What follows belongs to an exercise in optimizing a design on an open flow for small area; a production flow would make more cautious choices.
The RTL was checked by simulation tests, not by an equivalence proof against the original design.
Power is estimated from default activity; no workload was simulated.

<file path="flow/config.mk">
export PLATFORM = sky130hd
export DESIGN_NAME = trivium_top
export DESIGN_NICKNAME = trivium_top
export VERILOG_FILES = /design/flow/design.v
export SDC_FILE = /design/flow/constraint.sdc
export NUM_CORES = 4
export LEC_CHECK = 0
export CAP_MARGIN = 0
export CORE_MARGIN = 2
export CORE_UTILIZATION = 45
export SLEW_MARGIN = 0
export SYNTH_HIERARCHICAL = 1
</file>
<file path="flow/constraint.sdc">
create_clock -name core_clock -period 4.0 [get_ports {clk}]
set_input_delay 0.8000 -clock core_clock [delete_from_list [all_inputs] [get_ports {clk}]]
set_output_delay 0.8000 -clock core_clock [all_outputs]
set_load 0.01 [all_outputs]
</file>
<file path="flow/design.v">
package trivium_pkg;
    localparam int KEY_BITS = 80;
    localparam int IV_BITS = 80;
    localparam int STATE_BITS = 288;
    localparam int A_BITS = 93;   
    localparam int B_BITS = 84;   
    localparam int C_BITS = 111;  
    localparam int SETUP_ROUNDS = 1152;
    typedef logic [KEY_BITS-1:0] key_t;
    typedef logic [IV_BITS-1:0] iv_t;
    typedef struct packed {
        logic [C_BITS-1:0] c;
        logic [B_BITS-1:0] b;
        logic [A_BITS-1:0] a;
    } regs_t;
    typedef union packed {
        logic [STATE_BITS-1:0] flat;
        regs_t regs;
    } trivium_state_u;
endpackage
`timescale 1ns/1ps
module trivium_xor2 (
    input logic a, b,
    output logic y
);
    assign y = a ^ b;
endmodule
module trivium_round (
    input logic a66, a69, a93,
    input logic b69, b78, b84,
    input logic c66, c87, c111,
    output logic ua, ub, uc, z
);
    logic t1, t2, t3, t12;
    trivium_xor2 i_t1 (.a(a66), .b(a93), .y(t1));
    trivium_xor2 i_t2 (.a(b69), .b(b84), .y(t2));
    trivium_xor2 i_t3 (.a(c66), .b(c111), .y(t3));
    trivium_xor2 i_t12 (.a(t1), .b(t2), .y(t12));
    trivium_xor2 i_z (.a(t12), .b(t3), .y(z));
    trivium_xor2 i_ub (.a(t1), .b(b78), .y(ub));
    trivium_xor2 i_uc (.a(t2), .b(c87), .y(uc));
    trivium_xor2 i_ua (.a(t3), .b(a69), .y(ua));
endmodule
`timescale 1ns/1ps
module trivium_mux3n (
    input logic ld, adv, hold,
    input logic k, u, q,
    output logic y
);
    assign y = !((ld & k) | (adv & u) | (hold & q));
endmodule
module trivium_xnand3 (
    input logic m, adv, p, q,
    output logic y
);
    logic n;
    trivium_nand3 i_n (.a(adv), .b(p), .c(q), .y(n));
    trivium_xor2 i_x (.a(m), .b(n), .y(y));
endmodule
module trivium_nand3 (
    input logic a, b, c,
    output logic y
);
    assign y = !(a & b & c);
endmodule
module trivium_fkey (
    input logic ld, adv, hold,
    input logic k, u, p, q, r,
    output logic d
);
    logic m;
    trivium_mux3n i_m (.ld(ld), .adv(adv), .hold(hold), .k(k), .u(u), .q(r), .y(m));
    trivium_xnand3 i_x (.m(m), .adv(adv), .p(p), .q(q), .y(d));
endmodule
module trivium_xand (
    input logic a, p, q,
    output logic y
);
    assign y = a ^ (p & q);
endmodule
module trivium_sel3 (
    input logic ld, adv, hold,
    input logic k, n, q,
    output logic d
);
    assign d = (ld & k) | (adv & n) | (hold & q);
endmodule
module trivium_sel2 (
    input logic adv, hold,
    input logic n, q,
    output logic d
);
    assign d = (adv & n) | (hold & q);
endmodule
module trivium_sel1 (
    input logic ld, adv, hold,
    input logic n, q,
    output logic d
);
    assign d = ld | (adv & n) | (hold & q);
endmodule
`timescale 1ns/1ps
module trivium_top #(
    parameter int STEP_BITS = 64
) (
    input logic clk,
    input logic rst,
    input logic start,
    input logic stall,
    input trivium_pkg::key_t key,
    input trivium_pkg::iv_t iv,
    output logic [STEP_BITS-1:0] keystream,
    output logic keystream_valid,
    output logic ready
);
    logic [288:1] r;
    logic [288:1] d;
    logic setup, gen;
    logic [4:0] cnt;
    logic load, adv, hold, last;
    assign ready = !setup;
    assign load = start && !setup && !stall;
    assign last = &cnt;
    assign adv = !stall && ((setup && !last) || (gen && !start));
    assign hold = !(load || adv);
    always_ff @(posedge clk) begin
        if (rst) begin
            setup <= 1'b0;
            gen <= 1'b0;
        end else if (load) begin
            setup <= 1'b1;
            gen <= 1'b0;
        end else if (setup && !stall && last) begin
            setup <= 1'b0;
            gen <= 1'b1;
        end
    end
    always_ff @(posedge clk) begin
        if (load) cnt <= 5'd14;
        else if (!stall) cnt <= cnt + 1'b1;
    end
    always_ff @(posedge clk) begin
        if (rst) keystream_valid <= 1'b0;
        else keystream_valid <= gen && !stall && !start;
    end
    logic [288:1] u, p, q;
    for (genvar k = 0; k < 64; k++) begin : g_round
        trivium_round i_round (
            .a66(r[66-k]), .a69(r[69-k]), .a93(r[93-k]),
            .b69(r[162-k]), .b78(r[171-k]), .b84(r[177-k]),
            .c66(r[243-k]), .c87(r[264-k]), .c111(r[288-k]),
            .ua(u[64-k]), .ub(u[157-k]), .uc(u[241-k]), .z(keystream[k])
        );
        assign p[64-k] = r[286-k];
        assign q[64-k] = r[287-k];
        assign p[157-k] = r[91-k];
        assign q[157-k] = r[92-k];
        assign p[241-k] = r[175-k];
        assign q[241-k] = r[176-k];
    end
    for (genvar i = 1; i <= 288; i++) begin : g_bit
        localparam bit FRESH = (i <= 64) || (i >= 94 && i <= 157) || (i >= 178 && i <= 241);
        localparam bit KEY = (i <= 80) || (i >= 94 && i <= 173);
        if (FRESH && KEY) begin : g_fkey
            trivium_fkey i_sel (.ld(load), .adv(adv), .hold(hold), .k(i <= 80 ? key[i-1] : iv[i-94]),
                .u(u[i]), .p(p[i]), .q(q[i]), .r(r[i]), .d(d[i]));
        end else if (FRESH) begin : g_fzero
            logic n;
            trivium_xand i_n (.a(u[i]), .p(p[i]), .q(q[i]), .y(n));
            trivium_sel2 i_sel (.adv(adv), .hold(hold), .n(n), .q(r[i]), .d(d[i]));
        end else if (KEY) begin : g_skey
            trivium_sel3 i_sel (.ld(load), .adv(adv), .hold(hold), .k(i <= 80 ? key[i-1] : iv[i-94]),
                .n(r[i-64]), .q(r[i]), .d(d[i]));
        end else if (i >= 286) begin : g_sone
            trivium_sel1 i_sel (.ld(load), .adv(adv), .hold(hold), .n(r[i-64]), .q(r[i]), .d(d[i]));
        end else begin : g_szero
            trivium_sel2 i_sel (.adv(adv), .hold(hold), .n(r[i-64]), .q(r[i]), .d(d[i]));
        end
    end
    always_ff @(posedge clk) r <= d;
endmodule
</file>
<file path="flow/flow/run.sh">
#!/bin/bash
# The standard layout with two changes: each port is buffered by the smallest buffer (buf_1)
# instead of the delay buffer buffer_ports picks by default, and the clock tree is built from
# clkbuf_8 over sink clusters of at most 16 flip-flops, without dummy loads.
set -euo pipefail
export BUFFER_PORTS_ARGS="-buffer_cell sky130_fd_sc_hd__buf_1"
export CTS_ARGS="-sink_clustering_enable -repair_clock_nets -buf_list sky130_fd_sc_hd__clkbuf_8 -sink_clustering_size 16 -sink_clustering_max_diameter 50 -dont_use_dummy_load"
bash standard.sh > standard.log 2>&1
</file>
<file path="flow/standard.sh">
#!/bin/bash
# synth_recipe.tcl (not shown) runs the flow's synth.tcl, then flattens the netlist and writes it again
# the make line also repeats each setting of config.mk as NAME=value (left out here)
make -C /OpenROAD-flow-scripts/flow DESIGN_CONFIG=/design/flow/config.mk WORK_HOME=/design/flow/orfs CLKGATE_MAP_FILE= SYNTH_SCRIPT=/design/flow/synth_recipe.tcl "${@:-finish}"
</file>
==> flow_summary.ini, run 1 <==
[grt]
grt.overflow.total = 0
grt_pass1_wl_um = 92800
grt_use_total_pct = 34.8
grt_max_degree = 190
antenna_found_initial = 1
grt_pass1_vias = 13200

[layout]
areaGrowthSynthToFinish_pct = 13.5
multi_input_comb_area_sq_um = 9980
fillers = 3376
diodes = 0
nets = 1992
drive_gt1_share_pct = 3.18
ff_latch_area_sq_um = 5930

[sta]
max-slew-margin-rel_pct = 25.9
post-route-period-util_pct = 82.9
worstMarginPinSlew_ns = 1.11
holdWs_ns = 0.444
hold_viol = 0
fin_crit_ns = 3.32
setup_slack_ns = 0.683
rsz0062_at_grt = no
skew_ns = 0.0577
timing.final.max_slew_violations = 0
setup_viol = 0
fmax_mhz = 301

[route]
met2WireLength_um = 28300
routed.top_layer = met4
met3_length_um = 7760
antenna_left = 0
num_vias = 14400
drc = 0
vias_per_cell = 6.30
drtIter0Drc = 2956
drt-total-wl_um = 66000
met1_length_um = 27000
first_pass_iters = 10
post_drt_wl_per_cell_um = 28.9

[floorplanning]
dieArea_sq_um = 37100
fp-row-count = 69
core_sq_um = 35300
initial_utilization_pct = 45.4
die_h_um = 193
die_x_um = 193
ioPinCount = 230

[critical_path]
cp_num_buf_inv = 1
reg2reg_depth = 8
crit_path_top_delay_cell = dfxtp_1
r2r_start = cnt[0]$_SDFFE_PP0N_
path_common_cell = xor2_1
start_kind = flop
reg2reg_to = r[31]$_DFF_P_
arrival_ns = 2.52
critical_path.max_stage_delay_ns = 0.71
end_kind = output pin
critPathKind = reg2out
rrSetupSlack_ns = 1.20
required_ns = 3.20
critPathTopFamily = XOR/XNOR gates
path_cells = xor2_1 -> xor2_1 -> xor2_1 -> buf_1
cp_max_fo = 6

[cts]
postCtsSetupBuffers = 0
ctsLongestPathBuffers = 3
cts_root_buffer = clkbuf_8
cts-hold-fix-buffers = 0
cts_tree = done
ctsResizeCount = 0
cts.clk_slew.worst_paths_ns = 0.07
clk-insertion-delay-late_ns = 0.60
cts_sinks = 296
cts_buffers = 40
htreeDepth = 2

[placement]
dp_slack_ns = 0.907
routabilityCongestion = 0.920
post-dp-hpwl_um = 47900
numPortBuffers = 229

[logic_synthesis]
synth_flop_cell = dfxtp_1
synth-edff-count = 0
syn_inst = 1543
yosys.area.top_type = dfxtp_1
syn_avg_cell_area_sq_um = 10.4
yosys_warnings = 7
netlist.area_leader.share_pct = 37.0
async_flop_share_pct = 0
ys_ff_latch = 296
synth_area_sq_um = 16000
yosysSeqAreaShare_pct = 37.0
synthDistinctLibCells = 24
synth_area_leaders = dfxtp_1 37%, xor2_1 35%, a222oi_1 10%
synth.net_count = 1709

[flow_run]
maxCapViolations = 0

[min_path]
hold_start = key[78]
hold_end = r[79]$_DFF_P_
hold_depth = 3
holdCritPathClass = in2reg

[outcome]
status = complete, no violations

[power_and_ir_drop]
ir_worst_vdd_uv = 532
powerDensity_nw_per_um2 = 1000
leakage_nw = 7.69
-- synthesized netlist by cell type, types with 2 or more instances --
library cell	n
o21ai_0	2
a22o_1	125
nand2_1	67
ha_1	2
xor2_1	642
mux2i_1	2
nor2_1	3
nand3_1	128
xnor2_1	65
inv_1	34
a21oi_1	2
a222oi_1	160
nor2b_1	2
nand2b_1	2
dfxtp_1	296
a221o_1	3
-- worst max path at each step --
| stage | to | start | slack (ns) | cells after the start |
|---|---|---|---|---|
| floorplan | r[100]$_DFF_P_ | start | -16.93 | 5 |
| global placement | r[16]$_DFF_P_ | stall | 0.94 | 7 |
| detailed placement | r[105]$_DFF_P_ | stall | 0.91 | 7 |
| CTS | keystream[15] | r[162]$_DFF_P_ | 0.77 | 4 |
| global route | keystream[15] | r[162]$_DFF_P_ | 0.70 | 4 |
| finish | keystream[16] | r[161]$_DFF_P_ | 0.68 | 4 |
-- Yosys stat by module, one instance, submodules excluded, a selection --
module / cells / cell area (sq um) / flops+latches
trivium_sel2: 1 / 8.76 / 0
trivium_mux3n: 1 / 10.0 / 0
trivium_nand3: 1 / 5.00 / 0
trivium_xor2: 1 / 8.76 / 0
trivium_sel3: 2 / 13.8 / 0
trivium_sel1: 1 / 10.0 / 0
trivium_xand: 2 / 12.5 / 0
trivium_top: 327 / 6130 / 296
-- placed cells by master, fill, tap and decap left out, types with 2 or more instances in the layout --
master,n
a221o_1,3
a222oi_1,160
a22o_1,125
buf_1,229
buf_12,6
buf_4,7
clkbuf_8,40
dfxtp_1,296
ha_1,2
inv_1,34
mux2i_1,2
nand2_1,67
nand2b_1,2
nand3_1,128
nor2_1,2
nor2b_1,2
o21ai_0,2
xnor2_1,65
xor2_1,642
-- where the power goes --
group	total, mW	internal [mW]	switching (mW)
sequential	6.65	3.99	2.66
clock	2.04	0.888	1.15
combinational	9.56	3.93	5.63
total	18.2	8.80	9.44
-- sequential cells by signal, indices dropped and copies added, names as in the netlist --
name             count
gen                  1
keystream_valid      1
cnt                  5
setup                1
r                  288
-- area by class of cell --
type,count,area share [%]
Multi-Input combinational cell,1211,54.8
Clock buffer,40,3.03
Timing Repair Buffer,242,5.67
Inverter,35,0.736
Tap cell,461,3.17
Sequential cell,296,32.6
-- worst min-delay path, stage by stage --
cell,delay (ns)
buf_1,0.07
a222oi_1,0.08
inv_1,0.05
-- routing by layer --
layer / global-route usage [%] / vias up
li1: - / 6248
met1: 48.8 / 6970
met2: 52.1 / 1021
met3: 6.02 / 163
met4: 15.4 / 0
met5: 0 / -
-- through the flow --
| stage | TNS [ns] | power, mW | util [%] | area (sq um) | cells |
|---|---|---|---|---|---|
| 4_1_cts | 0 | 18.0 | 51.5 | 18200 | 2285 |
| 2_1_floorplan | -4801.59 | 12.1 | - | 16000 | 1543 |
| 3_3_place_gp | 0 | 15.9 | 50.0 | 17600 | 2245 |
| 6_report | 0 | 18.2 | 51.5 | 18200 | 2285 |
| 5_1_grt | 0 | 19.1 | 51.5 | 18200 | 2285 |
| 3_5_place_dp | 0 | 15.9 | 50.0 | 17600 | 2245 |
-- kinds of logic (layout without fill, tap and decap cells) --
| logic type | Yosys count | count (layout) | synth area share (%) |
|---|---|---|---|
| xor gates and xnor gates | 707 | 707 | 38.6 |
| DFF | 296 | 296 | 37.0 |
| AOI/OAI and AO/OA | 293 | 293 | 17.2 |
| and+or+nand+nor | 207 | 207 | 6.03 |
| buffers and inverters | 36 | 317 | 0.890 |
| adders and majority gates | 2 | 2 | 0.156 |
| muxes | 2 | 2 | 0.125 |
==> inputs of run 2 (changes only) <==
--- a/flow/design.v
+++ b/flow/design.v
@@ -136,8 +136,8 @@
         end
     end
     always_ff @(posedge clk) begin
-        if (load) cnt <= 5'd14;
-        else if (!stall) cnt <= cnt + 1'b1;
+        if (load) cnt <= 5'd10;
+        else if (!stall) cnt <= {cnt[3:0], cnt[4] ^ cnt[2]};
     end
     always_ff @(posedge clk) begin
         if (rst) keystream_valid <= 1'b0;
==> flow/flow/run.sh (replaced) <==
#!/bin/bash
# The standard layout with two changes: each port is buffered by the smallest buffer (buf_1)
# instead of the delay buffer buffer_ports picks by default, and the clock tree is built from
# clkbuf_4 over sink clusters of at most 10 flip-flops, without dummy loads.
set -euo pipefail
export BUFFER_PORTS_ARGS="-buffer_cell sky130_fd_sc_hd__buf_1"
export CTS_ARGS="-sink_clustering_enable -repair_clock_nets -buf_list sky130_fd_sc_hd__clkbuf_4 -sink_clustering_size 10 -sink_clustering_max_diameter 40 -dont_use_dummy_load"
bash standard.sh > standard.log 2>&1
==> flow_summary.ini, run 2 <==
[outcome]
status = complete, no violations

[power_and_ir_drop]
ir_worst_vdd_uv = 476
leakage_nw = 7.57
powerDensity_nw_per_um2 = 1010
p_total_mw = 18.3

[layout]
largest-register = r
layout_common_cells = 640 x xor2_1, 296 x dfxtp_1, 229 x buf_1
largest_reg_flops = 288
final_common_cell = xor2_1
multi_input_comb_area_sq_um = 9990
fillers = 3370
top_regs = r: 288 flops, cnt: 5 flops
nets = 2008
final_area_sq_um = 18100
ff_latch_area_sq_um = 5930
drive_gt1_share_pct = 4.02
areaGrowthSynthToFinish_pct = 12.9

[logic_synthesis]
synth_area_sq_um = 16000
netlist.area_leader.share_pct = 37.0
async_flop_share_pct = 0
synthDistinctLibCells = 22
syn_avg_cell_area_sq_um = 10.4
synth-edff-count = 0
syn_inst = 1546
ys_ff_latch = 296
yosys.area.top_type = dfxtp_1
synth_flop_cell = dfxtp_1
yosysSeqAreaShare_pct = 37.0
synth_common_cells = 640 x xor2_1, 296 x dfxtp_1, 160 x a222oi_1
yosys_warnings = 7
synth.net_count = 1710
synth_area_leaders = dfxtp_1 37%, xor2_1 35%, a222oi_1 10%
yosysMostFrequentCell = xor2_1

[placement]
numPortBuffers = 229
post-dp-hpwl_um = 49400
place_area_sq_um = 17700
dp_slack_ns = 1.32
routabilityCongestion = 0.936

[sta]
holdWs_ns = 0.248
timing.final.max_slew_violations = 0
post-route-period-util_pct = 86.7
fin_crit_ns = 3.47
setup_slack_ns = 0.531
fmax_mhz = 288
max-slew-margin-rel_pct = 46.4
worstMarginPinSlew_ns = 0.803
hold_viol = 0
tns_ns = 0
skew_ns = 0.0687
setup_viol = 0
rsz0062_at_grt = no

[cts]
cts-hold-fix-buffers = 0
htreeDepth = 2
postCtsSetupBuffers = 0
clk-insertion-delay-late_ns = 0.78
cts.clk_slew.worst_paths_ns = 0.11
cts_root_buffer = clkbuf_4
cts_sinks = 296
ctsResizeCount = 0
ctsLongestPathBuffers = 3
cts_buffers = 51
cts_tree = done

[critical_path]
rrSetupSlack_ns = 1.82
required_ns = 3.20
reg2reg_depth = 6
reg2reg_to = r[155]$_DFF_P_
start_kind = flop
end_kind = output pin
critPathKind = reg2out
cp_max_fo = 6
arrival_ns = 2.67
r2r_start = cnt[2]$_SDFFE_PP0N_

[floorplanning]
dieArea_sq_um = 37100
core_sq_um = 35300
die_h_um = 193
initial_utilization_pct = 45.4
fp-row-count = 69
die_x_um = 193
ioPinCount = 230

[route]
drc = 0
drtIter0Drc = 2694
first_pass_iters = 7
antenna_left = 0
num_vias = 14600
vias_per_cell = 6.33
post_drt_wl_per_cell_um = 28.9
drt-total-wl_um = 66600

[grt]
grt.overflow.total = 0
grt_pass1_wl_um = 94400
grt_use_total_pct = 35.4
grt_max_degree = 145
grt_pass1_vias = 13900
antenna_found_initial = 2

[min_path]
hold_end = r[173]$_DFF_P_
hold_depth = 3
holdCritPathClass = in2reg
hold_start = iv[79]

[flow_run]
maxCapViolations = 0
==> run 2: stage by stage <==
step	cells	util [%]
6_report	2304	51.2
3_3_place_gp	2252	50.1
4_1_cts	2303	51.2
2_1_floorplan	1546	-
5_1_grt	2304	51.2
3_5_place_dp	2252	50.1
==> run 2: worst max path at each step <==
stage,from,endpoint,slack [ns],cells past startpoint
after floorplan,start,r[100]$_DFF_P_,-2.60,4
after detailed placement,stall,r[39]$_DFF_P_,1.32,5
after global routing,r[159]$_DFF_P_,keystream[18],0.51,4
after global placement,stall,r[40]$_DFF_P_,1.34,5
after CTS,r[159]$_DFF_P_,keystream[18],0.51,4
final,r[129]$_DFF_P_,keystream[48],0.53,4
==> run 2: modules after synthesis, one instance, submodules excluded, a selection <==
module,cells,times used
trivium_top,330,1
trivium_xand,2,64
trivium_sel1,1,3
trivium_sel3,2,32
trivium_sel2,1,125
trivium_mux3n,1,128
trivium_xor2,1,640
trivium_nand3,1,128
==> run 2: metal layers <==
metal	part of all wire (%)	global-route usage, %
met1	40	48.6
met2	43	52.9
met3	12	6.49
met4	5.5	18.2
met5	0	0
==> run 2: area by class of cell <==
class,instances,area share [%]
repair buffers,246,5.94
multi-input cells,1215,55.3
flip-flops and latches,296,32.8
diodes,1,0.0138
inverters,34,0.706
well taps,461,3.19
clock buffers,51,2.12
==> run 2: worst max-delay path: stages, from the launching register on <==
cell and delay (ns):
dfxtp_1 0.62, xor2_1 0.58, xor2_1 0.24, xor2_1 0.26
buf_1 0.18
==> run 2: logic make-up after synthesis <==
kind of cell | share of synthesized area (%)
xor+xnor | 38.6
buf+inv | 0.820
flops | 37.0
compound gates | 17.5
simple gates | 6.09
==> run 2: power by group <==
group | leakage, nW | internal (mW) | total (mW) | switching, mW
registers | 2.46 | 4.00 | 6.69 | 2.69
logic | 4.87 | 4.03 | 9.94 | 5.91
clock network | 0.235 | 0.580 | 1.70 | 1.12
total | 7.57 | 8.61 | 18.3 | 9.72

-- re-timing with driven ports --
How much do the figures lean on ideal ports? The routed layouts below were timed once more, with nothing changed but the port constraints. Step 1 (the two cells are an assumption about what drives the block):
set clk [get_ports {clk}]
set_driving_cell -lib_cell sky130_fd_sc_hd__clkbuf_16 $clk
set_driving_cell -lib_cell sky130_fd_sc_hd__buf_2 [delete_from_list [all_inputs] $clk]
Step 2 moves the port delays by t, midway between the first and last clock arrival at a register: inputs arrive t later, outputs are due t later. That takes back most of the time a late clock gives input paths. a / b / c = ideal ports / drivers / drivers and shift; a / b = the first two.
run | shift t [ns] | slack for setup (ns) | hold WS [ns] | worst setup path after step 2 | clock arrival spread, ns
run 1 | 0.626 | 0.683 / 0.632 / 0.818 | 0.444 / 0.417 / 0.462 | input to register | 0.058 / 0.058
run 2 | 0.801 | 0.531 / 0.481 / 1.211 | 0.248 / 0.222 / 0.449 | input to register | 0.072 / 0.072
After both steps every run listed still meets setup and hold.
